Background: an optimization exercise with open tools, aiming at small area. Do not read the settings as production practice.
Function was checked by simulation only, so behaviour that the tests miss may differ from the original.
Power and IR drop assume default switching activity.

**flow/constraint.sdc**
```tcl
create_clock -name core_clock -period 8.0 [get_ports {sysclk}]
set_input_delay 1.6000 -clock core_clock [delete_from_list [all_inputs] [get_ports {sysclk}]]
set_output_delay 1.6000 -clock core_clock [all_outputs]
set_load 0.01 [all_outputs]
```
**flow/standard.sh**
```bash
#!/bin/bash
# synth_recipe.tcl (not shown) runs the flow's synth.tcl, then flattens the netlist and writes it again
# the make line also repeats each setting of config.mk as NAME=value (left out here)
make -C /OpenROAD-flow-scripts/flow DESIGN_CONFIG=/design/flow/config.mk WORK_HOME=/design/flow/orfs CLKGATE_MAP_FILE= SYNTH_SCRIPT=/design/flow/synth_recipe.tcl "${@:-finish}"
```
**flow/flow/run.sh**
```bash
#!/bin/bash
# Layout flow: the standard ORFS flow (standard.sh), with
#  - the port buffers made of the smallest buffer cell,
#  - the combinational logic re-mapped for area by OpenROAD's restructure
#    after floorplanning (flops untouched), using a copy of the library
#    without the platform's don't-use cells,
#  - power/area recovery (downsizing off-critical cells) after global route.
# Each tool's output goes to a log file of its own in this folder.
set -o pipefail
W=$(pwd)
LIB=$FLOW_HOME/platforms/sky130hd/lib/sky130_fd_sc_hd__tt_025C_1v80.lib
mkdir -p $W/rmp
python3 $W/flow/filter_lib.py $LIB $W/rmp/area.lib > filter_lib.log 2>&1
cat > $W/post_floorplan.tcl <<EOT
restructure -target area -liberty_file $W/rmp/area.lib -tielo_port sky130_fd_sc_hd__conb_1/LO -tiehi_port sky130_fd_sc_hd__conb_1/HI -work_dir $W/rmp -abc_logfile $W/rmp_abc.log
EOT
export BUFFER_PORTS_ARGS="-buffer_cell sky130_fd_sc_hd__buf_1"
export POST_FLOORPLAN_TCL=$W/post_floorplan.tcl
export RECOVER_POWER=100
bash standard.sh finish > standard.log 2>&1
```
**flow/flow/filter_lib.py**
```python
# Copy a liberty file, leaving out the cells the platform marks don't-use
# (lpflow_* and probe*), so that restructure's ABC run cannot pick them.
import re, sys
src, dst = sys.argv[1], sys.argv[2]
text = open(src).read()
out = []
pos = 0
drop = re.compile(r'sky130_fd_sc_hd__(lpflow_|probe)')
n = 0
for m in re.finditer(r'\n\s*cell\s*\(\s*"?([A-Za-z0-9_]+)"?\s*\)\s*\{', text):
    if m.start() < pos:
        continue
    name = m.group(1)
    # find the end of this cell block by brace matching
    i = m.end(); depth = 1
    while depth:
        c = text[i]
        if c == '{': depth += 1
        elif c == '}': depth -= 1
        i += 1
    if drop.match(name):
        out.append(text[pos:m.start()])
        pos = i
        n += 1
out.append(text[pos:])
open(dst, 'w').write(''.join(out))
print("dropped", n, "cells")
```
**flow/config.mk**
```make
export PLATFORM = sky130hd
export DESIGN_NAME = rio
export DESIGN_NICKNAME = rio
export VERILOG_FILES = /design/flow/design.v
export SDC_FILE = /design/flow/constraint.sdc
export NUM_CORES = 4
export LEC_CHECK = 0
export CAP_MARGIN = 20
export CORE_MARGIN = 2
export CORE_UTILIZATION = 40
export CTS_BUF_LIST = sky130_fd_sc_hd__clkbuf_8
export CTS_CLUSTER_DIAMETER = 60
export CTS_CLUSTER_SIZE = 16
export SLEW_MARGIN = 20
```
**flow/design.v**
```verilog
package rio_pkg;
    typedef logic [31:0] reg_word_t;
    typedef logic [7:0]  reg_addr_t;
    localparam reg_addr_t ADDR_CTRL   = 8'h00;
    localparam reg_addr_t ADDR_VEL0   = 8'h04;
    localparam reg_addr_t ADDR_VEL1   = 8'h08;
    localparam reg_addr_t ADDR_VEL2   = 8'h0C;
    localparam reg_addr_t ADDR_COMMIT = 8'h10;
    localparam int CTRL_OUT_BIT = 3;
    localparam reg_addr_t ADDR_MAGIC  = 8'h00;
    localparam reg_addr_t ADDR_TSTAMP = 8'h04;
    localparam reg_addr_t ADDR_POS0   = 8'h08;
    localparam reg_addr_t ADDR_POS1   = 8'h0C;
    localparam reg_addr_t ADDR_POS2   = 8'h10;
    localparam reg_addr_t ADDR_STATUS = 8'h14;
    localparam int STATUS_TIMEOUT_BIT = 4;
    localparam reg_word_t MAGIC_WORD = 32'h6461_7461;
    localparam logic [1:0] AXI_RESP_OKAY   = 2'b00;
    localparam logic [1:0] AXI_RESP_SLVERR = 2'b10;
endpackage
package motion_pkg;
    localparam int NUM_AXES = 3;
    typedef logic signed [31:0] velocity_t;
    typedef logic [25:0] vcode_t;
    localparam int VC_NEG = 25;
    localparam int VC_BIG = 24;
    typedef logic signed [31:0] position_t;
    typedef enum logic [1:0] {
        IDLE      = 2'b00,
        DIR_SETUP = 2'b01,
        PULSE     = 2'b10,
        SPACE     = 2'b11
    } dir_state_e;
endpackage
`timescale 1ns/1ps
module host_regs (
    input  logic                sysclk,
    input  logic                arst_n,
    input  rio_pkg::reg_addr_t           awaddr,
    input  logic                awvalid,
    output logic                awready,
    input  rio_pkg::reg_word_t           wdata,
    input  logic [3:0]          wstrb,
    input  logic                wvalid,
    output logic                wready,
    output logic [1:0]          bresp,
    output logic                bvalid,
    input  logic                bready,
    input  rio_pkg::reg_addr_t           araddr,
    input  logic                arvalid,
    output logic                arready,
    output rio_pkg::reg_word_t           rdata,
    output logic [1:0]          rresp,
    output logic                rvalid,
    input  logic                rready,
    input  rio_pkg::reg_word_t           tstamp,
    input  motion_pkg::position_t           pos0,
    input  motion_pkg::position_t           pos1,
    input  motion_pkg::position_t           pos2,
    input  logic [motion_pkg::NUM_AXES-1:0] inputs,
    input  logic                timeout,
    output motion_pkg::vcode_t           vel0,
    output motion_pkg::vcode_t           vel1,
    output motion_pkg::vcode_t           vel2,
    output logic [motion_pkg::NUM_AXES-1:0] axis_en,
    output logic [motion_pkg::NUM_AXES-1:0] vel_ok,
    output logic                out_bit,
    output logic                commit
);
    logic                  wr_fire;
    logic                  rd_fire;
    logic                  wr_mapped;
    logic                  rd_mapped;
    logic                  commit_fire;
    rio_pkg::reg_word_t             rd_word;
    rio_pkg::reg_word_t             rd_next;
    motion_pkg::vcode_t             wcode;
    logic [rio_pkg::CTRL_OUT_BIT:0] ctrl_shadow;
    motion_pkg::vcode_t             vel0_shadow;
    motion_pkg::vcode_t             vel1_shadow;
    motion_pkg::vcode_t             vel2_shadow;
    logic                  bresp_err;
    logic [motion_pkg::NUM_AXES-1:0] vel_written;
    logic [24:0]           neg_c;
    logic                  rresp_err;
    assign wr_fire = awvalid & wvalid & ~bvalid;
    assign awready = wr_fire;
    assign wready  = wr_fire;
    assign rd_fire = arvalid & ~rvalid;
    assign arready = rd_fire;
    assign commit_fire = wr_fire & (awaddr == rio_pkg::ADDR_COMMIT);
    always_comb begin
        case (awaddr)
            rio_pkg::ADDR_CTRL, rio_pkg::ADDR_VEL0, rio_pkg::ADDR_VEL1, rio_pkg::ADDR_VEL2, rio_pkg::ADDR_COMMIT: wr_mapped = 1'b1;
            default: wr_mapped = 1'b0;
        endcase
    end
    always_comb begin
        neg_c[0] = 1'b0;
        for (int i = 0; i < 24; i++) begin
            wcode[i]   = ~(wdata[i] ^ (wdata[31] & neg_c[i]));
            neg_c[i+1] = neg_c[i] | wdata[i];
        end
        wcode[motion_pkg::VC_NEG] = wdata[31];
        wcode[motion_pkg::VC_BIG] = wdata[31] ? (~&wdata[31:24] | ~neg_c[24]) : |wdata[31:24];
    end
    always_comb begin
        rd_mapped = 1'b1;
        case (araddr)
            rio_pkg::ADDR_MAGIC:  rd_word = rio_pkg::MAGIC_WORD;
            rio_pkg::ADDR_TSTAMP: rd_word = tstamp;
            rio_pkg::ADDR_POS0:   rd_word = rio_pkg::reg_word_t'(pos0);
            rio_pkg::ADDR_POS1:   rd_word = rio_pkg::reg_word_t'(pos1);
            rio_pkg::ADDR_POS2:   rd_word = rio_pkg::reg_word_t'(pos2);
            rio_pkg::ADDR_STATUS: begin
                rd_word = '0;
                rd_word[motion_pkg::NUM_AXES-1:0] = inputs;
                rd_word[rio_pkg::STATUS_TIMEOUT_BIT] = timeout;
            end
            default: begin
                rd_word   = '0;
                rd_mapped = 1'b0;
            end
        endcase
    end
    always_ff @(posedge sysclk or negedge arst_n) begin
        if (!arst_n) begin
            bvalid      <= 1'b0;
            rvalid      <= 1'b0;
            commit      <= 1'b0;
            ctrl_shadow <= '0;
            vel_written <= '0;
            vel_ok      <= '0;
            axis_en     <= '0;
            out_bit     <= 1'b0;
        end else begin
            commit <= commit_fire;
            if (wr_fire) begin
                bvalid <= 1'b1;
            end else if (bready) begin
                bvalid <= 1'b0;
            end
            if (rd_fire) begin
                rvalid <= 1'b1;
            end else if (rready) begin
                rvalid <= 1'b0;
            end
            if (wr_fire) begin
                case (awaddr)
                    rio_pkg::ADDR_CTRL: ctrl_shadow <= wdata[rio_pkg::CTRL_OUT_BIT:0];
                    rio_pkg::ADDR_VEL0: vel_written[0] <= 1'b1;
                    rio_pkg::ADDR_VEL1: vel_written[1] <= 1'b1;
                    rio_pkg::ADDR_VEL2: vel_written[2] <= 1'b1;
                    default: ;
                endcase
            end
            if (commit_fire) begin
                vel_ok  <= vel_written;
                axis_en <= ctrl_shadow[motion_pkg::NUM_AXES-1:0];
                out_bit <= ctrl_shadow[rio_pkg::CTRL_OUT_BIT];
            end
        end
    end
    always_ff @(posedge sysclk) begin
        if (wr_fire) begin
            case (awaddr)
                rio_pkg::ADDR_VEL0: vel0_shadow <= wcode;
                rio_pkg::ADDR_VEL1: vel1_shadow <= wcode;
                rio_pkg::ADDR_VEL2: vel2_shadow <= wcode;
                default: ;
            endcase
        end
        if (commit_fire) begin
            vel0 <= vel0_shadow;
            vel1 <= vel1_shadow;
            vel2 <= vel2_shadow;
        end
    end
    always_ff @(posedge sysclk) begin
        if (!bvalid) begin
            bresp_err <= ~wr_mapped;
        end
        if (!rvalid) begin
            rresp_err <= ~rd_mapped;
        end
        rdata <= rd_next;
    end
    assign rd_next = ({32{rvalid}} & rdata) | ({32{~rvalid}} & rd_word);
    assign bresp = {bresp_err, 1'b0};
    assign rresp = {rresp_err, 1'b0};
endmodule
`timescale 1ns/1ps
module link_watchdog #(
    parameter int TIMEOUT = 2700000
) (
    input  logic      sysclk,
    input  logic      arst_n,
    input  logic      commit,
    output logic      timeout,
    output rio_pkg::reg_word_t tstamp
);
    if (TIMEOUT == 2700000) begin : g_lfsr
        localparam logic [21:0] LFSR_LAST = 22'h1a780c;
        logic [21:0] lfsr;
        always_ff @(posedge sysclk or negedge arst_n) begin
            if (!arst_n) begin
                lfsr    <= '0;
                timeout <= 1'b0;
            end else if (commit) begin
                lfsr    <= '0;
                timeout <= 1'b0;
            end else begin
                lfsr    <= {lfsr[20:0], ~(lfsr[21] ^ lfsr[20])};
                if (lfsr == LFSR_LAST) begin
                    timeout <= 1'b1;
                end
            end
        end
    end else begin : g_count
        localparam int CNT_BITS = $clog2(TIMEOUT + 1);
        logic [CNT_BITS-1:0] idle_cnt;
        always_ff @(posedge sysclk or negedge arst_n) begin
            if (!arst_n) begin
                idle_cnt <= '0;
            end else if (commit) begin
                idle_cnt <= '0;
            end else if (!timeout) begin
                idle_cnt <= idle_cnt + 1'b1;
            end
        end
        assign timeout = (idle_cnt == CNT_BITS'(TIMEOUT));
    end
    logic [31:0] ts_t;
    always_comb begin
        ts_t[0] = 1'b1;
        for (int i = 1; i < 32; i++) begin
            ts_t[i] = ts_t[i-1] & tstamp[i-1];
        end
    end
    always_ff @(posedge sysclk or negedge arst_n) begin
        if (!arst_n) begin
            tstamp <= '0;
        end else begin
            tstamp <= tstamp ^ ts_t;
        end
    end
endmodule
`timescale 1ns/1ps
module stepgen #(
    parameter int PULSE_LEN = 108,
    parameter int DIR_DELAY = 18,
    parameter int ACC_BITS  = 24
) (
    input  logic      sysclk,
    input  logic      arst_n,
    input  motion_pkg::vcode_t velocity,
    input  logic      enable,
    input  logic      vel_ok,
    output logic      step,
    output logic      dir,
    output logic      en,
    output motion_pkg::position_t position
);
    localparam int TMR_MAX  = (PULSE_LEN > DIR_DELAY) ? PULSE_LEN : DIR_DELAY;
    localparam int TMR_BITS = $clog2(TMR_MAX + 1);
    localparam bit USE_LFSR = (PULSE_LEN == 108) && (DIR_DELAY == 18);
    localparam logic [TMR_BITS-1:0] TMR_PULSE = USE_LFSR ? TMR_BITS'(7'h3d) : TMR_BITS'(PULSE_LEN - 1);
    localparam logic [TMR_BITS-1:0] TMR_DIR   = USE_LFSR ? TMR_BITS'(7'h23) : TMR_BITS'(DIR_DELAY - 1);
    localparam int NB = 3;
    localparam int BW = ACC_BITS / NB;
    motion_pkg::dir_state_e          state;
    motion_pkg::dir_state_e          state_n;
    logic [TMR_BITS-1:0] timer;
    logic [TMR_BITS-1:0] timer_n;
    logic [TMR_BITS-1:0] tmr_step;
    logic                tmr_done;
    logic [ACC_BITS-1:0] acc;
    logic [ACC_BITS-1:0] acc_n;
    logic [NB-1:1]       lag;
    logic [NB-1:0]       blk_c;
    logic [NB:0]         q1;
    logic [NB:0]         q2;
    logic [ACC_BITS-1:0] mag;
    logic                ovf;
    logic                vel_neg;
    logic                step_req;
    logic                pending;
    logic                pending_n;
    logic                dir_n;
    logic                launch;
    logic                start_pulse;
    logic                gate;
    logic [31:0]         pos_t;
    motion_pkg::position_t pos_n;
    assign gate     = enable & vel_ok;
    assign vel_neg  = velocity[motion_pkg::VC_NEG];
    assign mag      = ~velocity[ACC_BITS-1:0] & {ACC_BITS{gate}};
    logic [ACC_BITS:0] cc;
    always_comb begin
        for (int j = 0; j < NB; j++) begin
            cc[BW*j] = (j == 0) ? 1'b0 : lag[j];
            for (int i = BW*j; i < BW*j+BW; i++) begin
                acc_n[i] = acc[i] ^ mag[i] ^ cc[i];
                cc[i+1]  = (acc[i] & mag[i]) | (cc[i] & (acc[i] ^ mag[i]));
            end
            blk_c[j] = cc[BW*j+BW];
        end
        cc[ACC_BITS] = blk_c[NB-1];
    end
    logic [NB-1:0] all1;
    logic [NB-1:0] all1b;
    always_comb begin
        q1[0] = 1'b0;
        q2[0] = 1'b0;
        for (int j = 0; j < NB; j++) begin
            all1[j]  = &acc_n[BW*j +: BW];
            all1b[j] = &acc_n[BW*j+1 +: BW-1];
            q1[j+1] = blk_c[j] | (all1[j] & q1[j]) | (all1b[j] & q2[j]);
            q2[j+1] = blk_c[j] & ((all1[j] & q1[j]) | (all1b[j] & q2[j]));
        end
    end
    logic [NB:0]   kc;
    always_comb begin
        kc[0] = 1'b0;
        for (int j = 0; j < NB; j++) begin
            if (j == 0) begin
                kc[j+1] = 1'b0;
            end else begin
                kc[j+1] = (&acc[BW*j +: BW] & (lag[j] | kc[j])) |
                          (&acc[BW*j+1 +: BW-1] & lag[j] & kc[j]);
            end
        end
        ovf = kc[NB] ? q2[NB] : q1[NB];
    end
    assign step_req = ovf | (gate & velocity[motion_pkg::VC_BIG]);
    always_comb begin
        pos_t[0] = start_pulse;
        for (int i = 1; i < 32; i++) begin
            pos_t[i] = pos_t[i-1] & (position[i-1] ^ dir);
        end
        pos_n = position ^ pos_t;
    end
    assign step = (state == motion_pkg::PULSE);
    assign tmr_done = (timer == '0);
    assign tmr_step = USE_LFSR ? {timer[TMR_BITS-2:0], ~(timer[TMR_BITS-1] ^ timer[TMR_BITS-2])}
                               : timer - 1'b1;
    always_comb begin
        state_n     = state;
        timer_n     = timer;
        pending_n   = pending;
        dir_n       = dir;
        launch      = 1'b0;
        start_pulse = 1'b0;
        case (state)
            motion_pkg::IDLE: launch = step_req;
            motion_pkg::DIR_SETUP: begin
                pending_n = pending | step_req;
                if (!tmr_done) begin
                    timer_n = tmr_step;
                end else if (enable) begin
                    start_pulse = 1'b1;
                end else begin
                    state_n = motion_pkg::IDLE;
                end
            end
            motion_pkg::PULSE: begin
                pending_n = pending | step_req;
                if (!tmr_done) begin
                    timer_n = tmr_step;
                end else begin
                    state_n = motion_pkg::SPACE;
                    timer_n = TMR_PULSE;
                end
            end
            motion_pkg::SPACE: begin
                if (!tmr_done) begin
                    pending_n = pending | step_req;
                    timer_n   = tmr_step;
                end else begin
                    launch    = enable & (pending | step_req);
                    pending_n = pending & step_req;
                    state_n   = motion_pkg::IDLE;
                end
            end
            default: state_n = motion_pkg::IDLE;
        endcase
        if (launch) begin
            if (vel_neg != dir) begin
                dir_n   = vel_neg;
                state_n = motion_pkg::DIR_SETUP;
                timer_n = TMR_DIR;
            end else begin
                start_pulse = 1'b1;
            end
        end
        if (start_pulse) begin
            state_n = motion_pkg::PULSE;
            timer_n = TMR_PULSE;
        end
        if (!enable) begin
            pending_n = 1'b0;
        end
    end
    always_ff @(posedge sysclk or negedge arst_n) begin
        if (!arst_n) begin
            state    <= motion_pkg::IDLE;
            pending  <= 1'b0;
            dir      <= 1'b0;
            en       <= 1'b0;
            acc      <= '0;
            lag      <= '0;
            position <= '0;
        end else begin
            state   <= state_n;
            pending <= pending_n;
            dir     <= dir_n;
            en      <= enable;
            acc     <= acc_n;
            lag     <= blk_c[NB-2:0];
            position <= pos_n;
        end
    end
    always_ff @(posedge sysclk) begin
        timer <= timer_n;
    end
endmodule
`timescale 1ns/1ps
module input_sync (
    input  logic                sysclk,
    input  logic                arst_n,
    input  logic [motion_pkg::NUM_AXES-1:0] home,
    output logic [motion_pkg::NUM_AXES-1:0] inputs
);
    logic [motion_pkg::NUM_AXES-1:0] meta;
    always_ff @(posedge sysclk or negedge arst_n) begin
        if (!arst_n) begin
            meta   <= '0;
            inputs <= '0;
        end else begin
            meta   <= ~home;
            inputs <= meta;
        end
    end
endmodule
`timescale 1ns/1ps
module rio #(
    parameter int TIMEOUT   = 2700000,
    parameter int PULSE_LEN = 108,
    parameter int DIR_DELAY = 18,
    parameter int ACC_BITS  = 24
) (
    input  logic                sysclk,
    input  logic                arst_n,
    input  rio_pkg::reg_addr_t           awaddr,
    input  logic                awvalid,
    output logic                awready,
    input  rio_pkg::reg_word_t           wdata,
    input  logic [3:0]          wstrb,
    input  logic                wvalid,
    output logic                wready,
    output logic [1:0]          bresp,
    output logic                bvalid,
    input  logic                bready,
    input  rio_pkg::reg_addr_t           araddr,
    input  logic                arvalid,
    output logic                arready,
    output rio_pkg::reg_word_t           rdata,
    output logic [1:0]          rresp,
    output logic                rvalid,
    input  logic                rready,
    output logic [motion_pkg::NUM_AXES-1:0] step,
    output logic [motion_pkg::NUM_AXES-1:0] dir,
    output logic [motion_pkg::NUM_AXES-1:0] en,
    input  logic [motion_pkg::NUM_AXES-1:0] home,
    output logic                out_bit,
    output logic                timeout
);
    motion_pkg::vcode_t           vel [motion_pkg::NUM_AXES];
    motion_pkg::position_t           pos [motion_pkg::NUM_AXES];
    logic [motion_pkg::NUM_AXES-1:0] axis_en;
    logic [motion_pkg::NUM_AXES-1:0] axis_gated;
    logic [motion_pkg::NUM_AXES-1:0] vel_ok;
    logic [motion_pkg::NUM_AXES-1:0] inputs;
    logic                commit;
    rio_pkg::reg_word_t           tstamp;
    assign axis_gated = axis_en & ~{motion_pkg::NUM_AXES{timeout}};
    host_regs regs (
        .sysclk  (sysclk),
        .arst_n  (arst_n),
        .awaddr  (awaddr),
        .awvalid (awvalid),
        .awready (awready),
        .wdata   (wdata),
        .wstrb   (wstrb),
        .wvalid  (wvalid),
        .wready  (wready),
        .bresp   (bresp),
        .bvalid  (bvalid),
        .bready  (bready),
        .araddr  (araddr),
        .arvalid (arvalid),
        .arready (arready),
        .rdata   (rdata),
        .rresp   (rresp),
        .rvalid  (rvalid),
        .rready  (rready),
        .tstamp  (tstamp),
        .pos0    (pos[0]),
        .pos1    (pos[1]),
        .pos2    (pos[2]),
        .inputs  (inputs),
        .timeout (timeout),
        .vel0    (vel[0]),
        .vel1    (vel[1]),
        .vel2    (vel[2]),
        .axis_en (axis_en),
        .vel_ok  (vel_ok),
        .out_bit (out_bit),
        .commit  (commit)
    );
    link_watchdog #(
        .TIMEOUT (TIMEOUT)
    ) wdog (
        .sysclk  (sysclk),
        .arst_n  (arst_n),
        .commit  (commit),
        .timeout (timeout),
        .tstamp  (tstamp)
    );
    input_sync home_sync (
        .sysclk (sysclk),
        .arst_n (arst_n),
        .home   (home),
        .inputs (inputs)
    );
    for (genvar i = 0; i < motion_pkg::NUM_AXES; i++) begin : g_axis
        stepgen #(
            .PULSE_LEN (PULSE_LEN),
            .DIR_DELAY (DIR_DELAY),
            .ACC_BITS  (ACC_BITS)
        ) gen (
            .sysclk   (sysclk),
            .arst_n   (arst_n),
            .velocity (vel[i]),
            .enable   (axis_gated[i]),
            .vel_ok   (vel_ok[i]),
            .step     (step[i]),
            .dir      (dir[i]),
            .en       (en[i]),
            .position (pos[i])
        );
    end
endmodule
```
==> summary.md, run 1 <==
The mean instance size in the synthesized netlist is 12.24 um2, and the initial antenna violation count is 1. Highest net fanout along the worst path: 17. The area of all placed cells without fillers is 23530 um2, and the cell count after placement is 2856. Counting along the longest clock path gives a buffer depth of 3. For the post-placement worst setup slack, the log shows -0.04415 ns. The half-perimeter wire length after detailed placement was 33220 um; the final total power was 4.250 mW. For this run, the number of Yosys warnings is 7. Largest family of logic cells by synthesized area: simple AND/OR/NAND/NOR gates. The final core utilization was 43.90%; the worst reg-to-reg path cell count was 41. Summing over every cut layer, the via total after detailed routing is 15810. The share of final-layout standard cells stronger than drive strength 1 was 4.604%. Setup repair after global routing left no endpoint under its margin. Setup-violating endpoint count in the final report: 0. For this design the ratio of total power to cell area is 180.6 nW/um2.

Count of routing violations after the opening detailed-route iteration: 1242. The area inside the core boundary was 53600 um2; the basic-gate share of the synthesized area counting and, or, nand and nor cells was 13.23%. In this run the layout check failures are max-capacitance violations, max-slew violations. The H-tree was split into 2 levels.

The proportion of register bits with asynchronous set or reset after synthesis is 55.86%. Max-cap violations in this run came to 9. In the global route stage, overall resource usage came out at 17.26%. The startpoint of the worst-slack reg-to-reg timing path was wdog.timeout. Measured against the total synthesized area, the mux share comes to 1.263%. The share of the synthesized netlist area taken by xor and xnor gates works out to 6.083%.

After the last flow step, the layout net total stands at 2268. For this run, the top clock speed supported by timing is 0.1409 GHz. The leakage power was 8.824 nW.

The logs give 21600 um2 for the cell area after technology mapping and 6 for the first-pass iteration count of the detailed router. The worst hold slack was 0.3534 ns. The area overhead of the layout relative to synthesis came out at 8.957%.

The floorplan step defined a die boundary enclosing 55870 um2. The logs give 0.9006 ns for the worst setup margin and 0 for the number of hold violations in the final report. Pin placement for this block handled 114 I/O pins. Data on the critical path is required at its endpoint by 8.55 ns.

The clock-pin slew on the worst setup and hold paths came out at 0.10 ns. The flow ran to the end, but the layout failed its checks. Using the TritonRoute via totals, the vias-per-cell ratio works out to 5.387.

After technology mapping, the gate count stands at 1765. The worst hold path passes through 0 cells. For the data arrival time of the critical path, the log shows 7.65 ns. For flop-to-flop paths, the worst setup slack is 0.90 ns. The final layout contains routed wiring with a total length of 48360 um. The placed instances occupy a cell area of 22600 um2. Of the available clock period, the critical path in the final layout requires 88.74%. TritonCTS built the clock tree. After global routing the overflow that remains totals 0. The pin slew with the least headroom to its limit is 3.428 ns, and the clock insertion delay at the later pin of the skew report is 0.64 ns. The number of core rows is 85, and the number of buffers added by the clock tree synthesis step is 42.

Routability-driven placement finished with a final weighted congestion of 0.8162. The share of the synthesized area in the top cell type was 30.94%; the sequential fraction of the synthesis area was 59.30%. The critical path's slowest cell is sky130_fd_sc_hd__dfrtp_1.

Measured along the x axis, the die boundary spans 236.4 um. On the worst path, the slowest cell contributes a delay of 0.36 ns. Clock skew on the completed layout was measured at 0.04239 ns. The run gives 103.8 uV as the peak ir drop on the vdd network.

The cell sitting at the root of the clock tree is a sky130_fd_sc_hd__clkbuf_8. Startpoint type of the worst setup path: a register. The critical path start-end classification is register to register. The worst min-delay path class was register to register. For the remaining max-slew budget at the tightest pin, the log shows -128.6%. Measured along the y axis, the die boundary spans 236.4 um. The port buffer count is 107, and the DRC violation count after routing is 0. STA classifies the critical path endpoint as a register. The detail route stage leaves a number of antenna-violating nets equal to 0. For hold timing, the worst endpoint is home_sync.inputs[2].

Entering global routing, the biggest net connects 147 pins. After Yosys synthesis, full adders, half adders and majority gates account for 8.505% of the synthesized area. The run gives 461 as the number of max-slew violations in the final report. The worst flop-to-flop path endpoint was g_axis[2].gen.position[31]. In the post-synthesis netlist, the biggest area contributors are sky130_fd_sc_hd__dfrtp_1 (31%), sky130_fd_sc_hd__edfxtp_1 (26%), sky130_fd_sc_hd__fa_1 (6.4%).

The dominant cell type by area after synthesis was sky130_fd_sc_hd__dfrtp_1. Summing the areas of all compound-gate instances in the mapped netlist gives 7.468% of the synthesized area. The unique cell type count in the Yosys netlist was 76.

Most frequent cell on the critical path: sky130_fd_sc_hd__nor2_1. The most frequently used flop master after synthesis is sky130_fd_sc_hd__dfrtp_1. The first global-routing pass estimated 77750 um of wire.

In this run, synthesis produced a sequential element count of 478. For the finished layout, the period the worst path requires is 7.099 ns. Count of flip-flops with a built-in enable after synthesis: 190.

The tools report the CTS sink count as 478. Hold path startpoint: home_sync.meta[2]. The routed wirelength normalized by instance count is 16.48 um, and the starting density of the core is 40.29%.

The logs give 15090 for the via count of the first global-routing pass and 2934 for the final cell count without fillers. Adding up every negative setup slack in the final design gives 0 ns.
[cells in the mapped netlist, types with 7 or more instances]
library cell	number
sky130_fd_sc_hd__dfrtp_1	267
sky130_fd_sc_hd__edfxtp_1	190
sky130_fd_sc_hd__inv_1	142
sky130_fd_sc_hd__nor2_1	140
sky130_fd_sc_hd__nand2_1	108
sky130_fd_sc_hd__xor2_1	88
sky130_fd_sc_hd__fa_1	69
sky130_fd_sc_hd__xnor2_1	62
sky130_fd_sc_hd__clkbuf_1	59
sky130_fd_sc_hd__o21ai_0	57
sky130_fd_sc_hd__a21oi_1	51
sky130_fd_sc_hd__or2_2	51
sky130_fd_sc_hd__ha_1	34
sky130_fd_sc_hd__nand3_1	33
sky130_fd_sc_hd__a221oi_1	31
sky130_fd_sc_hd__nor3_1	31
sky130_fd_sc_hd__nor2b_1	28
sky130_fd_sc_hd__nor4_1	25
sky130_fd_sc_hd__dfxtp_1	21
sky130_fd_sc_hd__mux2_2	18
sky130_fd_sc_hd__nand4_1	18
sky130_fd_sc_hd__nand3b_1	17
sky130_fd_sc_hd__o22ai_1	15
sky130_fd_sc_hd__or3_1	15
sky130_fd_sc_hd__buf_4	14
sky130_fd_sc_hd__nand4b_1	13
sky130_fd_sc_hd__a222oi_1	12
sky130_fd_sc_hd__nand2b_1	12
sky130_fd_sc_hd__nor3b_1	12
sky130_fd_sc_hd__a31oi_1	11
sky130_fd_sc_hd__buf_1	9
sky130_fd_sc_hd__o31ai_1	9
sky130_fd_sc_hd__mux2i_1	7
[worst max-delay path, delay by kind of cell, from the launching register on]
kind | cells | cell delay (ns)
AO/OA/AOI/OAI | 20 | 4.15
buffers and inverters | 7 | 1.14
AND/OR/NAND/NOR | 14 | 1.35
flip-flops | 1 | 0.36
[what timing repair did]
| item | CTS | global route |
|---|---|---|
| setup endpoints to repair | 3 | 46 |
| resized for setup | 1 | 32 |
| setup buffers | 0 | 2 |
| hold buffers | 0 | 0 |
| pin swaps | 0 | 4 |
[state kept, by name, indices dropped and copies added, names as in the netlist, 4 cells and up, named ones only]
signal / flops
g_axis.gen.timer: 21
regs.vel0_shadow: 26
g_axis.gen.lag: 6
wdog.tstamp: 32
g_axis.gen.state: 6
regs.vel1: 26
regs.ctrl_shadow: 4
regs.vel0: 26
wdog.g_lfsr.lfsr: 22
g_axis.gen.acc: 72
g_axis.gen.position: 96
regs.vel2_shadow: 26
regs.vel1_shadow: 26
regs.vel2: 26
[report_power, final]
| group | switching (mW) | leakage [nW] | total (mW) | internal (mW) |
|---|---|---|---|---|
| clock | 0.874 | 0.489 | 1.49 | 0.617 |
| sequential | 0.0157 | 5.49 | 2.60 | 2.59 |
| combinational | 0.120 | 2.85 | 0.157 | 0.0367 |
[cells by family (layout without fill, tap and decap cells)]
group | Yosys count | count (layout)
AND/OR/NAND/NOR | 541 | 589
flip-flops | 478 | 478
AO/OA/AOI/OAI | 240 | 582
buffers and inverters | 224 | 500
XOR/XNOR | 150 | 84
adder cells (fa/ha/maj) | 106 | 0
multiplexers | 25 | 0
other | 1 | 5
[metal layers]
layer  GRT usage (%)  share of wire [%]  vias to the layer above
met5               0                  0                        -
met4           4.411                1.8                        0
met3           3.417                5.4                       55
met2           27.93                 45                      361
met1           23.83                 47                     7694
li1                -                  -                     7696
[final cells by class]
class	count	area [um2]
sequential	478	12810
fill	5107	30070
inverter	288	1082
clock inverter	30	249.0
clock buffer	45	619.3
tap	696	870.8
multi-input combinational	1259	7326
timing repair buffer	137	574.3
antenna	1	2.502
[layout by cell type, fill, tap and decap left out, drive strengths merged, types with 14 or more instances in the layout]
| cell | count |
|---|---|
| xnor2 | 14 |
| nor2 | 302 |
| nor3 | 53 |
| o22ai | 87 |
| or4 | 14 |
| dfxtp | 21 |
| nand2 | 102 |
| o32ai | 54 |
| o21ai | 150 |
| inv | 24 |
| o211ai | 14 |
| a31oi | 18 |
| buf | 120 |
| a22oi | 78 |
| nor4 | 31 |
| a21oi | 88 |
| xor2 | 70 |
| edfxtp | 190 |
| nor2b | 22 |
| clkinv | 290 |
| clkbuf | 62 |
| o21a | 19 |
| dfrtp | 267 |
[worst max-delay path by stage]
stage,startpoint,endpoint,slack (ns),depth (start not counted)
2_1_floorplan,wdog.timeout,g_axis[1].gen.position[13],1.11,23
6_report,wdog.timeout,g_axis[2].gen.position[31],0.90,41
4_1_cts,regs.axis_en[0],g_axis[0].gen.position[29],0.05,34
3_5_place_dp,wdog.timeout,g_axis[2].gen.position[31],-0.04,42
3_3_place_gp,regs.axis_en[0],g_axis[0].gen.position[31],0.30,36
5_1_grt,wdog.timeout,g_axis[2].gen.position[29],0.02,42
==> inputs of run 2 (changes only) <==
--- a/flow/flow/run.sh
+++ b/flow/flow/run.sh
@@ -6,3 +6,3 @@
 #    without the platform's don't-use cells,
-#  - power/area recovery (downsizing off-critical cells) after global route.
+
 # Each tool's output goes to a log file of its own in this folder.
@@ -18,3 +18,2 @@
 export POST_FLOORPLAN_TCL=$W/post_floorplan.tcl
-export RECOVER_POWER=100
 bash standard.sh finish > standard.log 2>&1
==> summary.md, run 2 <==
The port buffer count is 107 (unchanged), and the slack of the worst reg-to-reg path is 0.92 ns (+0.02 ns). The synthesized design spends more area on one cell type than any other, namely sky130_fd_sc_hd__dfrtp_1. The highest net fanout along the worst path is 17 (unchanged), and the routed wirelength normalized by instance count is 16.48 um (about the same).

The library cells used most frequently in the layout, excluding fill and tap cells, are sky130_fd_sc_hd__nor2_1 (297), sky130_fd_sc_hd__clkinv_1 (285), sky130_fd_sc_hd__dfrtp_1 (267). Total grt overflow: 0 (unchanged). TritonCTS built the clock tree. The tools report the starting density of the core as 40.29% (unchanged).

The run gives 76 (unchanged) as the unique cell type count in the Yosys netlist. Counting flops per register, the top entry is g_axis.gen.position. Most frequently used flop master after synthesis: sky130_fd_sc_hd__dfrtp_1. The half-perimeter wire length after detailed placement is 33220 um (unchanged). The count of synthesis-stage warnings from yosys was 7 (unchanged). The worst setup path is of the register to register kind. The ratio of total power to cell area was 180.2 nW/um2 (-0.21%); the level count of the clock H-tree was 2 (unchanged). The final total power is 4.255 mW (+0.10%).

For the initial antenna violation count, the log shows 1 (unchanged). The most frequent standard cell in the layout excluding fill and tap cells is sky130_fd_sc_hd__nor2_1. The number of buffers between clock root and the deepest sink came out at 3 (unchanged). For the DRC violation count after routing, the log shows 0 (unchanged). Counting stages on the worst path, the most repeated cell is sky130_fd_sc_hd__nor2_1.

The run gives 8.51 ns (-0.04 ns) as the required time of the critical path. The proportion of register bits with asynchronous set or reset after synthesis works out to 55.86% (unchanged). The leakage power is 8.894 nW (+0.80%). The tools report the wire length reported by the detailed router as 48340 um (about the same). The final cell count without fillers was 2934 (unchanged). STA classifies the critical path endpoint as a register. The cell area after technology mapping is 21600 um2 (unchanged).

The pin slew with the least headroom to its limit is 1.082 ns (-2.346 ns). For the count of routing violations after the opening detailed-route iteration, the log shows 1220 (-1.8%). The critical path's slowest cell is sky130_fd_sc_hd__dfrtp_1. The pin count of the biggest net entering global routing was 147 (unchanged).

The endpoint identified for the worst register-to-register timing path is g_axis[2].gen.position[30]. In this run the critical register-to-register path is launched from wdog.timeout. The worst min-delay path class is register to register. The mean instance size in the synthesized netlist works out to 12.24 um2 (unchanged). The area inside the core boundary is 53600 um2 (unchanged), and the area overhead of the layout relative to synthesis is 9.298%. The largest clock skew in the final design is 0.04301 ns (+0.0006179 ns). The count of flip-flops with a built-in enable after synthesis is 190 (unchanged). The time the final worst path needs with I/O delays and setup is 7.080 ns (-0.01944 ns), and the setup-violating endpoint count in the final report is 0 (unchanged). The logs give 6 (unchanged) for the first-pass iteration count of the detailed router and 0 (-100%) for the number of max-slew violations in the final report. The worst hold path depth is 0 (unchanged), and the overall track demand over capacity in global routing is 17.26% (unchanged).

The startpoint type of the worst setup path was a register. The share of the synthesized area in the top cell type was 30.94% (unchanged); the final period utilization was 88.50% (-0.24 points). The final net count was 2268 (unchanged); the final weighted congestion in routability-driven placement was 0.8162 (unchanged). The run gives 59.30% (unchanged) as the sequential fraction of the synthesis area. The worst reg-to-reg path cell count works out to 41 (unchanged). The via count of the first global-routing pass was 15090 (unchanged); the CTS sink count was 478 (unchanged). The tools report the number of vias in the routed layout as 15850 (+0.27%). The largest registers in the layout are g_axis.gen.position: 96 flops, g_axis.gen.acc: 72 flops, wdog.tstamp: 32 flops.

Top-level I/O count: 114 (unchanged). The tools report the number of core rows as 85 (unchanged). Delay contributed by the slowest stage of the critical path: 0.37 ns (about the same). The run gives 55870 um2 (unchanged) as the area enclosed by the die boundary. The cell count after placement is 2856 (unchanged). Setup repair after global routing left no endpoint under its margin.

The run gives 0 (unchanged) as the number of nets with antenna violations after routing. Counting instances in the post-synthesis netlist gives the leading cell types as sky130_fd_sc_hd__dfrtp_1 (267), sky130_fd_sc_hd__edfxtp_1 (190), sky130_fd_sc_hd__inv_1 (142), sky130_fd_sc_hd__nor2_1 (140), sky130_fd_sc_hd__nand2_1 (108). Clock-pin slew on the worst setup and hold paths: 0.10 ns (about the same).

The max-capacitance violation count is 0 (-9), and the floorplan die width is 236.4 um (unchanged). Data arrival time of the critical path: 7.59 ns (-0.06 ns). The run gives 0 (unchanged) as the number of hold violations in the final report. Clock insertion delay at the later pin of the skew report: 0.64 ns (about the same). In this run the most critical hold path is launched from home_sync.meta[1]. The tools report the top achievable clock speed as 0.1412 GHz (+0.27%).

The synthesized flop and latch total came out at 478 (unchanged). The clock root buffer was sky130_fd_sc_hd__clkbuf_8. The peak ir drop on the vdd network came out at 104.7 uV (+0.87%).

Wire length of the first global-routing pass: 77750 um (unchanged). Sorting the synthesized cells by area gives the leading types as sky130_fd_sc_hd__dfrtp_1 (31%), sky130_fd_sc_hd__edfxtp_1 (26%), sky130_fd_sc_hd__fa_1 (6.4%). The number of flip-flops under the largest register name was 96 (unchanged). The via density per instance is 5.402 (+0.27%).

The share of final-layout standard cells stronger than drive strength 1 was 5.320% (+0.72 points). The die height works out to 236.4 um (unchanged). The run finished with no timing, DRC or antenna violations. The number of buffers added by the clock tree synthesis step was 42 (unchanged). The tools report the endpoint of the worst hold path as home_sync.inputs[1]. sky130_fd_sc_hd__dfrtp_1 is the most common cell in the netlist.

The tools report the synthesized netlist cell count as 1765 (unchanged). The remaining max-slew budget at the tightest pin is 27.61% (+160 points).
-- run 2: cell counts after synthesis --
Identical to the previous run, type by type.
-- run 2: cells by family after synthesis --
kind of cell	Yosys count	synth area share [%]
buffers and inverters	224	4.136
multiplexers	25	1.263
AND/OR/NAND/NOR	541	13.23
other	1	0.01736
XOR/XNOR	150	6.083
adder cells (fa/ha/maj)	106	8.505
AO/OA/AOI/OAI	240	7.468
flip-flops	478	59.30
-- run 2: per-layer routing --
layer / vias to the layer above / track usage [%] / wire length, um
li1: 7711 / - / -
met1: 7688 / 23.83 / 22450
met2: 395 / 27.93 / 22070
met3: 55 / 3.417 / 2943
met4: 0 / 4.411 / 879
met5: - / 0 / 0
-- run 2: stage by stage --
stage / utilization (%) / worst slack, ns / hold slack, ns / TNS [ns] / instance area (um2)
global placement: 42.15 / 0.2984 / 0.3390 / 0 / 22600
finish: 44.04 / 0.9200 / 0.3529 / 0 / 23610
floorplan: - / 1.110 / 0.3312 / 0 / 21600
detailed placement: 42.15 / -0.04415 / 0.3450 / -0.07362 / 22600
CTS: 43.79 / 0.04899 / 0.3554 / 0 / 23470
global route: 44.04 / 0.04291 / 0.3587 / 0 / 23610
-- run 2: worst max path at each step --
stage | startpoint | to | slack (ns) | cells after the start
5_1_grt | wdog.timeout | g_axis[2].gen.position[30] | 0.04 | 42
3_3_place_gp | regs.axis_en[0] | g_axis[0].gen.position[31] | 0.30 | 36
3_5_place_dp | wdog.timeout | g_axis[2].gen.position[31] | -0.04 | 42
4_1_cts | regs.axis_en[0] | g_axis[0].gen.position[29] | 0.05 | 34
6_report | wdog.timeout | g_axis[2].gen.position[30] | 0.92 | 41
2_1_floorplan | wdog.timeout | g_axis[1].gen.position[13] | 1.11 | 23
-- run 2: critical path: cells and delay by family (launching register included) --
kind                   cells  cell delay [ns]
buffers and inverters      7             1.15
and+or+nand+nor           15             1.45
DFF                        1             0.37
AOI/OAI and AO/OA         19             3.99
-- run 2: final cells by class --
type	instances	area (um2)
antenna	1	2.502
clock buffer	45	619.3
clock inverter	30	249.0
fill	5090	30000
inverter	288	1082
multi-input combinational	1259	7331
sequential	478	12810
tap	696	870.8
timing repair buffer	137	643.1
-- run 2: what timing repair did --
item                       in CTS  in global routing
hold endpoints to repair        0                  0
resized for setup               1                 32
setup endpoints to repair       3                 46
buffers inserted                0                  2
pin swaps                       0                  4
hold buffers                    0                  0
-- run 2: power by group --
group	switching, mW	leakage, nW	internal [mW]
clock network	0.877	0.489	0.617
logic	0.120	2.92	0.0394
registers	0.0157	5.49	2.59
==> inputs of run 3 (changes only) <==
--- a/flow/flow/run.sh
+++ b/flow/flow/run.sh
@@ -6,2 +6,4 @@
 #    without the platform's don't-use cells,
+#  - clock tree synthesis without dummy loads (the same options as the
+#    standard flow otherwise, from config.mk),
 
@@ -18,2 +20,3 @@
 export POST_FLOORPLAN_TCL=$W/post_floorplan.tcl
+export CTS_ARGS="-sink_clustering_enable -repair_clock_nets -sink_clustering_size 30 -sink_clustering_max_diameter 80 -buf_list sky130_fd_sc_hd__clkbuf_16 -dont_use_dummy_load"
 bash standard.sh finish > standard.log 2>&1
--- a/flow/config.mk
+++ b/flow/config.mk
@@ -9,3 +9,3 @@
 export CORE_MARGIN = 2
-export CORE_UTILIZATION = 40
+export CORE_UTILIZATION = 60
 export CTS_BUF_LIST = sky130_fd_sc_hd__clkbuf_8
==> summary.md, run 3 <==
The run finished with no timing, DRC or antenna violations. The run gives 6 (unchanged) as the first-pass iteration count of the detailed router. For the final core utilization, the log shows 64.70% (+21 points). The tools report the sequential cell area as 12810 um2 (about the same).

The run gives 32050 um (-3.5%) as the half-perimeter wire length after detailed placement. The sequential fraction of the synthesis area came out at 59.30% (unchanged). The tools report the pin count of the biggest net entering global routing as 138 (-6.1%).

The tightest min-delay check is of the register to register type. The total negative slack for setup checks was 0 ns (unchanged); the post-placement cell area was 22340 um2 (-1.1%). For the count of routing violations after the opening detailed-route iteration, the log shows 902 (-26%). The most frequent standard cell in the layout excluding fill and tap cells is sky130_fd_sc_hd__nor2_1. The via density per instance is 5.785 (+7.1%). Number of fill cells in the layout: 2780 (-45%). The most frequently used flop master after synthesis was sky130_fd_sc_hd__dfrtp_1.

Number of vias in the routed layout: 15330 (-3.3%). The highest net fanout along the worst path works out to 8 (-9). The number of buffers between clock root and the deepest sink is 3 (unchanged). The proportion of register bits with asynchronous set or reset after synthesis came out at 55.86% (unchanged).

For the final net count, the log shows 2252 (-0.71%). The clock-pin slew on the worst setup and hold paths was 0.11 ns (about the same). The time the final worst path needs with I/O delays and setup is 7.090 ns (+0.009632 ns), and the level count of the clock H-tree is 1 (-1). The port buffer count is 107 (unchanged), and the area of all placed cells without fillers is 22960 um2 (-2.7%). The final total power is 3.986 mW (-6.3%).

The tools report the number of hold violations in the final report as 0 (unchanged). For the number of nets with antenna violations after routing, the log shows 0 (unchanged). STA classifies the critical path endpoint as a register. The number of buffers added by the clock tree synthesis step is 23 (-45%). The tools report the data arrival time of the critical path as 7.52 ns (-0.07 ns). The floorplan die width came out at 193.7 um (-18%). For the area inside the core boundary, the log shows 35480 um2 (-34%). sky130_fd_sc_hd__dfrtp_1 takes more of the synthesized area than any other cell. Among the stages of the critical path, the cell type that occurs most often is sky130_fd_sc_hd__o21ai_0. The synthesized netlist cell count came out at 1765 (unchanged).

The required time of the critical path was 8.43 ns (-0.08 ns). The clock insertion delay at the later pin of the skew report is 0.57 ns (-0.07 ns), and the worst setup margin is 0.9104 ns (-0.009632 ns). The pin slew with the least headroom to its limit came out at 0.9254 ns (-0.1564 ns). The starting density of the core is 60.87% (+21 points). The largest registers in the layout are g_axis.gen.position: 96 flops, g_axis.gen.acc: 72 flops, wdog.tstamp: 32 flops. The final weighted congestion in routability-driven placement came out at 0.8427 (+3.2%). The tools report the max-capacitance violation count as 0 (unchanged).

The tools report the peak ir drop on the vdd network as 158.8 uV (+52%). CTS placed an instance of sky130_fd_sc_hd__clkbuf_16 at the clock tree root. The synthesized flop and latch total was 478 (unchanged); the top-level I/O count was 114 (unchanged).

The share of the synthesized area in the top cell type is 30.94% (unchanged), and the routed wirelength normalized by instance count is 17.23 um (+4.6%). For the initial antenna violation count, the log shows 1 (unchanged). Final period utilization: 88.62% (+0.12 points). Overall track demand over capacity in global routing: 24.40% (+7.1 points). Among all stages on the critical path, the largest delay is contributed by sky130_fd_sc_hd__dfrtp_2. The wire length of the first global-routing pass is 74550 um (-4.1%). The number of flip-flops under the largest register name is 96 (unchanged). The run gives 14650 (-2.9%) as the via count of the first global-routing pass. The die height works out to 193.7 um (-18%). The count of flip-flops with a built-in enable after synthesis was 190 (unchanged); the number of hold-repair buffers added at the cts stage was 0 (unchanged). The setup-violating endpoint count in the final report came out at 0 (unchanged). The most common cell in the synthesized netlist is sky130_fd_sc_hd__dfrtp_1. Setup repair after global routing left no endpoint under its margin.

The leakage power is 8.671 nW (-2.5%). Sorting the synthesized cells by how often they occur yields sky130_fd_sc_hd__dfrtp_1 (267), sky130_fd_sc_hd__edfxtp_1 (190), sky130_fd_sc_hd__inv_1 (142), sky130_fd_sc_hd__nor2_1 (140), sky130_fd_sc_hd__nand2_1 (108). The mean instance size in the synthesized netlist was 12.24 um2 (unchanged). The DRC violation count after routing came out at 0 (unchanged). The post-placement worst setup slack was -0.01214 ns (+0.03201 ns); the share of final-layout standard cells stronger than drive strength 1 was 3.565% (-1.8 points). The wire length reported by the detailed router was 45660 um (-5.6%); the number of max-slew violations in the final report was 0 (unchanged). The area enclosed by the die boundary came out at 37530 um2 (-33%). More flip-flops sit in one register than any other, and that register is g_axis.gen.position. The area overhead of the layout relative to synthesis works out to 6.303%. The unique cell type count in the Yosys netlist was 76 (unchanged); the remaining max-slew budget at the tightest pin was 38.30% (+11 points).

The total grt overflow came out at 0 (unchanged). The delay contributed by the slowest stage of the critical path is 0.50 ns (+0.13 ns). The tools report the largest clock skew in the final design as 0.05339 ns (+0.01039 ns). The critical path start-end classification is register to register.

The run gives 21600 um2 (unchanged) as the cell area after technology mapping. TritonCTS built the clock tree. The ratio of total power to cell area is 173.6 nW/um2 (-3.7%).

Sorting the synthesized cells by area gives the leading types as sky130_fd_sc_hd__dfrtp_1 (31%), sky130_fd_sc_hd__edfxtp_1 (26%), sky130_fd_sc_hd__fa_1 (6.4%). The count of synthesis-stage warnings from yosys came out at 7 (unchanged). The startpoint type of the worst setup path is a register. The run gives 0.1411 GHz (-0.14%) as the top achievable clock speed. The CTS sink count came out at 478 (unchanged). Number of core rows: 69 (-19%). In the layout the commonest cells are sky130_fd_sc_hd__nor2_1 (295), sky130_fd_sc_hd__clkinv_1 (283), sky130_fd_sc_hd__dfrtp_1 (266). The area of combinational cells with multiple inputs was 7242 um2 (-1.2%).
[run 3: kinds of logic after synthesis]
group	after synthesis	share of synthesized area, %
buffers and inverters	224	4.136
xor gates and xnor gates	150	6.083
DFF	478	59.30
muxes	25	1.263
adders and majority gates	106	8.505
and+or+nand+nor	541	13.23
other	1	0.01736
AOI/OAI and AO/OA	240	7.468
[run 3: cell type report]
cell class,instances,area share [%]
antenna,1,0.01090
clock buffer,23,2.507
inverter,288,4.714
multi-input combinational,1259,31.54
sequential,478,55.79
tap,461,2.512
timing repair buffer,140,2.921
[run 3: path summary, 6_finish.rpt]
check / cells after the start / start / endpoint / slack, ns
min in group asynchronous: 1 / arst_n / g_axis[2].gen.acc[2] / 1.16
min: 0 / home_sync.meta[2] / home_sync.inputs[2] / 0.34
max: 40 / wdog.timeout / g_axis[2].gen.position[29] / 0.91
min reg2reg: 0 / home_sync.meta[2] / home_sync.inputs[2] / 0.34
max in group asynchronous: 2 / arst_n / wdog.tstamp[23] / 5.61
max reg2reg: 40 / wdog.timeout / g_axis[2].gen.position[29] / 0.91
[run 3: critical path, delay by kind of cell, from the launching register on]
kind	cells	cell delay (ns)
xor+xnor	1	0.23
compound gates	21	3.11
buf+inv	7	0.89
flops	1	0.50
simple gates	11	2.25
[run 3: stage by stage]
stage               instances  hold slack [ns]
CTS                      2649           0.3460
global placement         2626           0.3350
global route             2650           0.3562
detailed placement       2626           0.3396
finish                   2650           0.3425
floorplan                1766           0.3312
[run 3: power breakdown]
group / switching, mW / internal [mW] / leakage [nW]
registers: 0.0167 / 2.59 / 5.49
clock network: 0.714 / 0.515 / 0.283
logic: 0.116 / 0.0389 / 2.90
total: 0.847 / 3.14 / 8.67
[run 3: layer usage]
metal	wire, um	track usage (%)	vias up
met5	0	0	-
met4	1002	5.315	0
met3	1798	2.418	63
met2	22980	43.58	321
met1	19880	32.50	7298
li1	-	-	7648
[run 3: repair_timing]
action | in CTS | in global routing
setup endpoints to repair | 8 | 52
resized for setup | 1 | 26
setup buffers | 0 | 0
==> inputs of run 4 (changes only) <==
--- a/flow/flow/run.sh
+++ b/flow/flow/run.sh
@@ -20,3 +20,3 @@
 export POST_FLOORPLAN_TCL=$W/post_floorplan.tcl
-export CTS_ARGS="-sink_clustering_enable -repair_clock_nets -sink_clustering_size 30 -sink_clustering_max_diameter 80 -buf_list sky130_fd_sc_hd__clkbuf_16 -dont_use_dummy_load"
+export CTS_ARGS="-sink_clustering_enable -repair_clock_nets -sink_clustering_size 24 -sink_clustering_max_diameter 70 -buf_list {sky130_fd_sc_hd__clkbuf_8 sky130_fd_sc_hd__clkbuf_16} -dont_use_dummy_load"
 bash standard.sh finish > standard.log 2>&1
==> summary.md, run 4 <==
The run finished with no timing, DRC or antenna violations. The area enclosed by the die boundary is 37530 um2 (unchanged), and the area overhead of the layout relative to synthesis is 6.998%. The ratio of total power to cell area was 179.6 nW/um2 (+3.4%).

Leaving out fill and tap cells, the most frequent cells in the layout are sky130_fd_sc_hd__nor2_1 (295), sky130_fd_sc_hd__clkinv_1 (283), sky130_fd_sc_hd__dfrtp_1 (266). The data arrival time of the critical path was 7.69 ns (+0.17 ns). Area fraction in compound gates after synthesis: 7.468% (unchanged). Setup repair after global routing left no endpoint under its margin. The tools report the first-pass iteration count of the detailed router as 5 (-1). The final net count is 2258 (+0.27%), and the share of power burned in combinational logic is 3.7% (-0.2 points). The top-level I/O count came out at 114 (unchanged). The tools report the number of hold-repair buffers added at the cts stage as 0 (unchanged). The basic-gate share of the synthesized area counting and, or, nand and nor cells is 13.23% (unchanged). The tools report the final cell count without fillers as 2656 (+0.23%). The number of flip-flops under the largest register name is 96 (unchanged), and the number of vias in the routed layout is 15340 (+0.085%). The most frequent standard cell in the layout excluding fill and tap cells was sky130_fd_sc_hd__nor2_1. The number of hold violations in the final report was 0 (unchanged). Peak ir drop on the vdd network: 165.9 uV (+4.5%). The port buffer count came out at 107 (unchanged). Most frequently used flop master after synthesis: sky130_fd_sc_hd__dfrtp_1.

The startpoint type of the worst setup path was a register. The number of buffers added by the clock tree synthesis step was 29 (+26%). The delay contributed by the slowest stage of the critical path works out to 0.49 ns (about the same). The setup-violating endpoint count in the final report is 0 (unchanged), and the half-perimeter wire length after detailed placement is 32050 um (unchanged). The post-placement cell area was 22340 um2 (unchanged). The logs give 138 (unchanged) for the pin count of the biggest net entering global routing and 8.745 nW (+0.85%) for the leakage power. The run gives 0.8427 (unchanged) as the final weighted congestion in routability-driven placement.

The die height was 193.7 um (unchanged); the synthesized flop and latch total was 478 (unchanged). The cell area after technology mapping is 21600 um2 (unchanged). TritonCTS built the clock tree. The logs give 0 (unchanged) for the total grt overflow and 0 (unchanged) for the number of nets with antenna violations after routing. The pin slew with the least headroom to its limit was 0.9399 ns (+0.01446 ns). The run gives 74890 um (+0.45%) as the wire length of the first global-routing pass.

The number of core rows was 69 (unchanged); the overall track demand over capacity in global routing was 24.54% (+0.14 points). The number of max-slew violations in the final report is 0 (unchanged), and the floorplan die width is 193.7 um (unchanged). Fraction of the mapped netlist area in adder cells: 8.505% (unchanged).

The slowest stage of the critical path is the sky130_fd_sc_hd__dfrtp_2 cell. The share of the synthesized area in the top cell type was 30.94% (unchanged). The tools report the clock root buffer as sky130_fd_sc_hd__clkbuf_16. The starting density of the core came out at 60.87% (unchanged). The sequential group share of total power was 62.7% (-2.6 points). The DRC violation count after routing came out at 0 (unchanged).

The count of buffer and inverter cells on the critical path is 7 (unchanged). The tools report the clock insertion delay at the later pin of the skew report as 0.60 ns (+0.03 ns). The unique cell type count in the Yosys netlist was 76 (unchanged); the time the final worst path needs with I/O delays and setup was 7.191 ns (+0.1015 ns). By area, the combinational part of the netlist is dominated by simple AND/OR/NAND/NOR gates. The largest registers in the layout are g_axis.gen.position: 96 flops, g_axis.gen.acc: 72 flops, wdog.tstamp: 32 flops. For the largest clock skew in the final design, the log shows 0.05466 ns (+0.001266 ns).

For the count of routing violations after the opening detailed-route iteration, the log shows 931 (+3.2%). The routed wirelength normalized by instance count was 17.25 um (about the same); the clock-pin slew on the worst setup and hold paths was 0.09 ns (-0.02 ns). The cell that appears most often on the critical path is sky130_fd_sc_hd__o21ai_0. Most used standard cell by instance count after synthesis: sky130_fd_sc_hd__dfrtp_1. The remaining max-slew budget at the tightest pin is 37.34% (-0.96 points).

The cell family contributing the most delay on the critical path is compound AO/OA/AOI/OAI gates. The sequential fraction of the synthesis area came out at 59.30% (unchanged). The highest net fanout along the worst path is 8 (unchanged), and the mean instance size in the synthesized netlist is 12.24 um2 (unchanged). Yosys attributes the largest share of cell area to sky130_fd_sc_hd__dfrtp_1 (31%), sky130_fd_sc_hd__edfxtp_1 (26%), sky130_fd_sc_hd__fa_1 (6.4%). The run gives 1 (unchanged) as the initial antenna violation count.

The setup path with the least slack is of type register to register. The count of flip-flops with a built-in enable after synthesis is 190 (unchanged), and the max-capacitance violation count is 0 (unchanged). The worst setup path is captured at a register. The via count of the first global-routing pass is 14750 (+0.70%). The tools report the number of buffers between clock root and the deepest sink as 3 (unchanged). The tools report the synthesized netlist cell count as 1765 (unchanged). The via density per instance was 5.777 (-0.14%); the switching power was 0.8856 mW (+4.6%).

The share of the synthesized netlist area taken by xor and xnor gates was 6.083% (unchanged); the level count of the clock H-tree was 1 (unchanged). The CTS sink count is 478 (unchanged). The largest total area in the synthesized netlist belongs to sky130_fd_sc_hd__dfrtp_1. The area of all placed cells without fillers is 23110 um2 (+0.65%). Cell-internal power: 3.265 mW (+4.0%). The final period utilization is 89.89% (+1.3 points).

The proportion of register bits with asynchronous set or reset after synthesis works out to 55.86% (unchanged). The register with the most flip-flops in the final layout is g_axis.gen.position. The share of final-layout standard cells stronger than drive strength 1 came out at 3.829% (+0.26 points). The count of synthesis-stage warnings from yosys was 7 (unchanged). The worst min-delay path class is register to register. The logs give 33.6% (+2.8 points) for the fraction of power consumed by the clock network and 35480 um2 (unchanged) for the area inside the core boundary. The required time of the critical path is 8.50 ns (+0.07 ns). The multiplexer area fraction after synthesis works out to 1.263% (unchanged). The top achievable clock speed was 0.1391 GHz (-1.4%). By count the netlist is led by sky130_fd_sc_hd__dfrtp_1 (267), sky130_fd_sc_hd__edfxtp_1 (190), sky130_fd_sc_hd__inv_1 (142), sky130_fd_sc_hd__nor2_1 (140), sky130_fd_sc_hd__nand2_1 (108). The run gives 2626 (unchanged) as the cell count after placement. The run gives 45800 um (+0.33%) as the wire length reported by the detailed router. Switching part of the total: 21.34% (+0.10 points).
run 4: cell types whose count changed in the layout (fill, tap and decap cells not counted):
cell and delta:
sky130_fd_sc_hd__clkbuf_16 +6, sky130_fd_sc_hd__o21ai_1 -1, sky130_fd_sc_hd__o21ai_0 +1
run 4: worst register-to-register path: cells and delay by family, from the launching register on:
family                    cells  cell delay [ns]
buffers and inverters         7             0.89
xor gates and xnor gates      1             0.23
and+or+nand+nor              11             2.30
DFF                           1             0.49
AOI/OAI and AO/OA            21             3.17
run 4: path summary, 6_finish.rpt:
path	startpoint	end	slack (ns)	cells after the start
setup / recovery	wdog.timeout	g_axis[2].gen.position[29]	0.81	40
hold / removal	home_sync.meta[1]	home_sync.inputs[1]	0.36	0
setup reg to reg	wdog.timeout	g_axis[2].gen.position[29]	0.81	40
min in group asynchronous	arst_n	g_axis[0].gen.acc[2]	1.12	1
hold reg to reg	home_sync.meta[1]	home_sync.inputs[1]	0.36	0
max in group asynchronous	arst_n	g_axis[2].gen.position[13]	5.61	2
run 4: layout make-up:
| type | count | area [um2] |
|---|---|---|
| Antenna cell | 1 | 2.502 |
| Clock buffer | 29 | 725.7 |
| Fill cell | 2773 | 12370 |
| Inverter | 288 | 1082 |
| Multi-Input combinational cell | 1259 | 7242 |
| Sequential cell | 478 | 12810 |
| Tap cell | 461 | 576.8 |
| Timing Repair Buffer | 140 | 670.6 |
run 4: power groups by stage:
stage	clock [mW]	combinational [mW]	sequential (mW)
2_1_floorplan	0	0.0493	2.65
3_3_place_gp	0	0.154	2.65
3_5_place_dp	0	0.157	2.65
4_1_cts	1.44	0.158	2.60
5_1_grt	1.52	0.174	2.61
6_report	1.39	0.154	2.60
run 4: stage by stage:
step | setup WS [ns] | setup TNS (ns) | hold WS [ns] | utilization [%] | power [mW]
after floorplan | 1.110 | 0 | 0.3312 | - | 2.702
after global placement | 0.2425 | 0 | 0.3350 | 62.96 | 2.808
after detailed placement | -0.01214 | -0.01214 | 0.3396 | 62.96 | 2.811
after global routing | 0.01106 | 0 | 0.3758 | 65.13 | 4.296
final | 0.8089 | 0 | 0.3631 | 65.13 | 4.150
after CTS | 0.09756 | 0 | 0.3721 | 65.02 | 4.202
run 4: routing by layer:
layer	vias up	track usage, %	share of wire (%)
li1	7653	-	-
met4	0	5.937	2.2
met1	7308	32.42	44
met2	312	43.61	50
met5	-	0	0
met3	70	2.731	3.6
run 4: logic make-up after synthesis:
family / after synthesis
AND/OR/NAND/NOR: 541
AO/OA/AOI/OAI: 240
other: 1
buffers and inverters: 224
flip-flops: 478
adder cells (fa/ha/maj): 106
XOR/XNOR: 150
multiplexers: 25
run 4: repair_timing:
| action | CTS | global route |
|---|---|---|
| resized for setup | 1 | 25 |
| setup endpoints to repair | 9 | 54 |
| buffers inserted | 0 | 0 |
==> inputs of run 5 (changes only) <==
--- a/flow/flow/run.sh
+++ b/flow/flow/run.sh
@@ -20,3 +20,3 @@
 export POST_FLOORPLAN_TCL=$W/post_floorplan.tcl
-export CTS_ARGS="-sink_clustering_enable -repair_clock_nets -sink_clustering_size 24 -sink_clustering_max_diameter 70 -buf_list {sky130_fd_sc_hd__clkbuf_8 sky130_fd_sc_hd__clkbuf_16} -dont_use_dummy_load"
+export CTS_ARGS="-sink_clustering_enable -repair_clock_nets -sink_clustering_size 16 -sink_clustering_max_diameter 60 -buf_list sky130_fd_sc_hd__clkbuf_8 -dont_use_dummy_load"
 bash standard.sh finish > standard.log 2>&1
--- a/flow/config.mk
+++ b/flow/config.mk
@@ -9,3 +9,3 @@
 export CORE_MARGIN = 2
-export CORE_UTILIZATION = 60
+export CORE_UTILIZATION = 40
 export CTS_BUF_LIST = sky130_fd_sc_hd__clkbuf_8
==> summary.md, run 5 <==
Area of all placed cells without fillers: 23310 um2 (+0.87%). The count of flip-flops with a built-in enable after synthesis works out to 190 (unchanged). The post-placement cell area came out at 22600 um2 (+1.1%). Wire length of the first global-routing pass: 77340 um (+3.3%). The setup-violating endpoint count in the final report is 0 (unchanged), and the peak ir drop on the vdd network is 101.9 uV (-39%). The synthesized flop and latch total works out to 478 (unchanged).

The port buffer count is 107 (unchanged). The tools report the number of core rows as 85 (+23%). The starting density of the core is 40.29% (-21 points). By count the netlist is led by sky130_fd_sc_hd__dfrtp_1 (267), sky130_fd_sc_hd__edfxtp_1 (190), sky130_fd_sc_hd__inv_1 (142), sky130_fd_sc_hd__nor2_1 (140), sky130_fd_sc_hd__nand2_1 (108).

DRC violation count after routing: 0 (unchanged). The mean instance size in the synthesized netlist came out at 12.24 um2 (unchanged). Startpoint type of the worst setup path: a register. The clock insertion delay at the later pin of the skew report was 0.63 ns (+0.03 ns). The dominant cell type by area after synthesis is sky130_fd_sc_hd__dfrtp_1. The initial antenna violation count is 1 (unchanged).

The most frequently used flop master after synthesis is sky130_fd_sc_hd__dfrtp_1. The run gives 0 (unchanged) as the number of hold-repair buffers added at the cts stage. The tools report the required time of the critical path as 8.45 ns (-0.05 ns). The pin count of the biggest net entering global routing was 147 (+6.5%); the number of buffers between clock root and the deepest sink was 3 (unchanged). Setup repair after global routing left no endpoint under its margin. The proportion of register bits with asynchronous set or reset after synthesis came out at 55.86% (unchanged). The final weighted congestion in routability-driven placement came out at 0.8162 (-3.1%). Clock-pin slew on the worst setup and hold paths: 0.09 ns (about the same). The remaining max-slew budget at the tightest pin was 28.86% (-8.5 points). The unique cell type count in the Yosys netlist is 76 (unchanged). The number of flip-flops under the largest register name came out at 96 (unchanged). The worst setup path is captured at a register. The area enclosed by the die boundary was 55870 um2 (+49%). The number of hold violations in the final report is 0 (unchanged). The ratio of total power to cell area is 171.3 nW/um2 (-4.6%), and the sequential fraction of the synthesis area is 59.30% (unchanged). The slowest stage of the critical path belongs to the cell sky130_fd_sc_hd__o22ai_1. The final period utilization was 89.10% (-0.78 points).

The critical path start-end classification is register to register. The run gives 7.58 ns (-0.11 ns) as the data arrival time of the critical path. The routed wirelength normalized by instance count works out to 16.57 um (-3.9%). Endpoint of the worst hold path: home_sync.inputs[1].

Leakage power: 8.707 nW (-0.44%). The startpoint identified for the worst hold timing path is home_sync.meta[1]. The delay contributed by the slowest stage of the critical path came out at 0.37 ns (-0.12 ns). The tools report the number of buffers added by the clock tree synthesis step as 42 (+45%). The area inside the core boundary is 53600 um2 (+51%).

The number of vias in the routed layout was 15690 (+2.2%). The flow ran to the end and the layout has no timing, DRC or antenna violations. The tools report the via count of the first global-routing pass as 14980 (+1.5%). The total grt overflow was 0 (unchanged); the final net count was 2268 (+0.44%).

The number of nets with antenna violations after routing was 0 (unchanged). The worst reg-to-reg path cell count is 41 (+2.5%), and the CTS sink count is 478 (unchanged). The clock root buffer is sky130_fd_sc_hd__clkbuf_8. The half-perimeter wire length after detailed placement is 33220 um (+3.7%). The most frequent cell on the critical path is sky130_fd_sc_hd__nor2_1. Counting flops per register, the top entry is g_axis.gen.position.

The most frequent standard cell in the layout excluding fill and tap cells is sky130_fd_sc_hd__nor2_1. The top-level I/O count came out at 114 (unchanged). The tools report the slack of the worst reg-to-reg path as 0.87 ns (+0.06 ns). The level count of the clock H-tree was 2 (+1).

The share of final-layout standard cells stronger than drive strength 1 came out at 4.492% (+0.66 points). The count of synthesis-stage warnings from yosys is 7 (unchanged), and the time the final worst path needs with I/O delays and setup is 7.128 ns (-0.06276 ns). The highest net fanout along the worst path was 17 (+9). Yosys attributes the largest share of cell area to sky130_fd_sc_hd__dfrtp_1 (31%), sky130_fd_sc_hd__edfxtp_1 (26%), sky130_fd_sc_hd__fa_1 (6.4%). Count of routing violations after the opening detailed-route iteration: 1206 (+30%). The run gives 0 (unchanged) as the number of max-slew violations in the final report.

In the final layout, the registers with the most flip-flops are g_axis.gen.position: 96 flops, g_axis.gen.acc: 72 flops, wdog.tstamp: 32 flops. The wire length reported by the detailed router was 48070 um (+4.9%); the share of the synthesized area in the top cell type was 30.94% (unchanged).
run 5: cells by family (layout without fill, tap and decap cells):
group | count (synthesis) | in the layout | synth area share [%]
AO/OA/AOI/OAI | 240 | 582 | 7.468
XOR/XNOR | 150 | 84 | 6.083
adder cells (fa/ha/maj) | 106 | 0 | 8.505
buffers and inverters | 224 | 467 | 4.136
flip-flops | 478 | 478 | 59.30
multiplexers | 25 | 0 | 1.263
other | 1 | 5 | 0.01736
AND/OR/NAND/NOR | 541 | 589 | 13.23
run 5: what timing repair did:
item / CTS / global route
pin swaps: 0 / 4
setup buffers: 0 / 2
gates resized for setup: 1 / 31
endpoints found under the setup margin: 3 / 46
run 5: power breakdown:
part / internal, mW / switching [mW] / total, mW
clock network: 0.470 / 0.762 / 1.23
logic: 0.0394 / 0.120 / 0.160
registers: 2.59 / 0.0156 / 2.60
total: 3.10 / 0.898 / 3.99
run 5: final cells by class:
| class | instances | area (um2) |
|---|---|---|
| fill | 5115 | 30290 |
| sequential | 478 | 12810 |
| multi-input combinational | 1259 | 7326 |
| inverter | 288 | 1082 |
| tap | 696 | 870.8 |
| timing repair buffer | 137 | 643.1 |
| clock buffer | 42 | 578.1 |
| antenna | 1 | 2.502 |
run 5: metal layers:
| metal | track usage, % | vias to the layer above | wire (um) |
|---|---|---|---|
| li1 | - | 7661 | - |
| met1 | 23.93 | 7603 | 22620 |
| met2 | 27.55 | 367 | 21880 |
| met3 | 3.406 | 54 | 2687 |
| met4 | 4.411 | 0 | 886 |
| met5 | 0 | - | 0 |
run 5: through the flow:
stage          hold WS, ns  power [mW]  setup WS, ns  instances  util (%)
2_1_floorplan       0.3312       2.702         1.110       1766         -
3_5_place_dp        0.3450       2.818      -0.04415       2856     42.15
4_1_cts             0.3398       4.058       0.01268       2898     43.24
3_3_place_gp        0.3390       2.814        0.2984       2856     42.15
6_report            0.3327       3.993        0.8716       2901     43.49
5_1_grt             0.3406       4.169       0.01236       2901     43.49
run 5: critical path, delay by kind of cell (launching register included):
family | cells | cell delay, ns
and+or+nand+nor | 15 | 1.45
DFF | 1 | 0.36
AOI/OAI and AO/OA | 19 | 4.03
buffers and inverters | 7 | 1.16
run 5: worst max path at each step:
stage,startpoint,endpoint,slack (ns),cells after the start
floorplan,wdog.timeout,g_axis[1].gen.position[13],1.11,23
global placement,regs.axis_en[0],g_axis[0].gen.position[31],0.30,36
detailed placement,wdog.timeout,g_axis[2].gen.position[31],-0.04,42
CTS,regs.axis_en[0],g_axis[0].gen.position[29],0.01,34
global route,wdog.timeout,g_axis[2].gen.position[30],0.01,42
finish,wdog.timeout,g_axis[2].gen.position[30],0.87,41

Re-timed with assumed drivers on the ports (clkbuf_16 on the clock, buf_2 on other inputs), run 5 has 0.872 ns of setup slack against 0.872 ns with ideal ports, and 0.872 ns once port delays also move by the mid clock arrival of 0.646 ns.
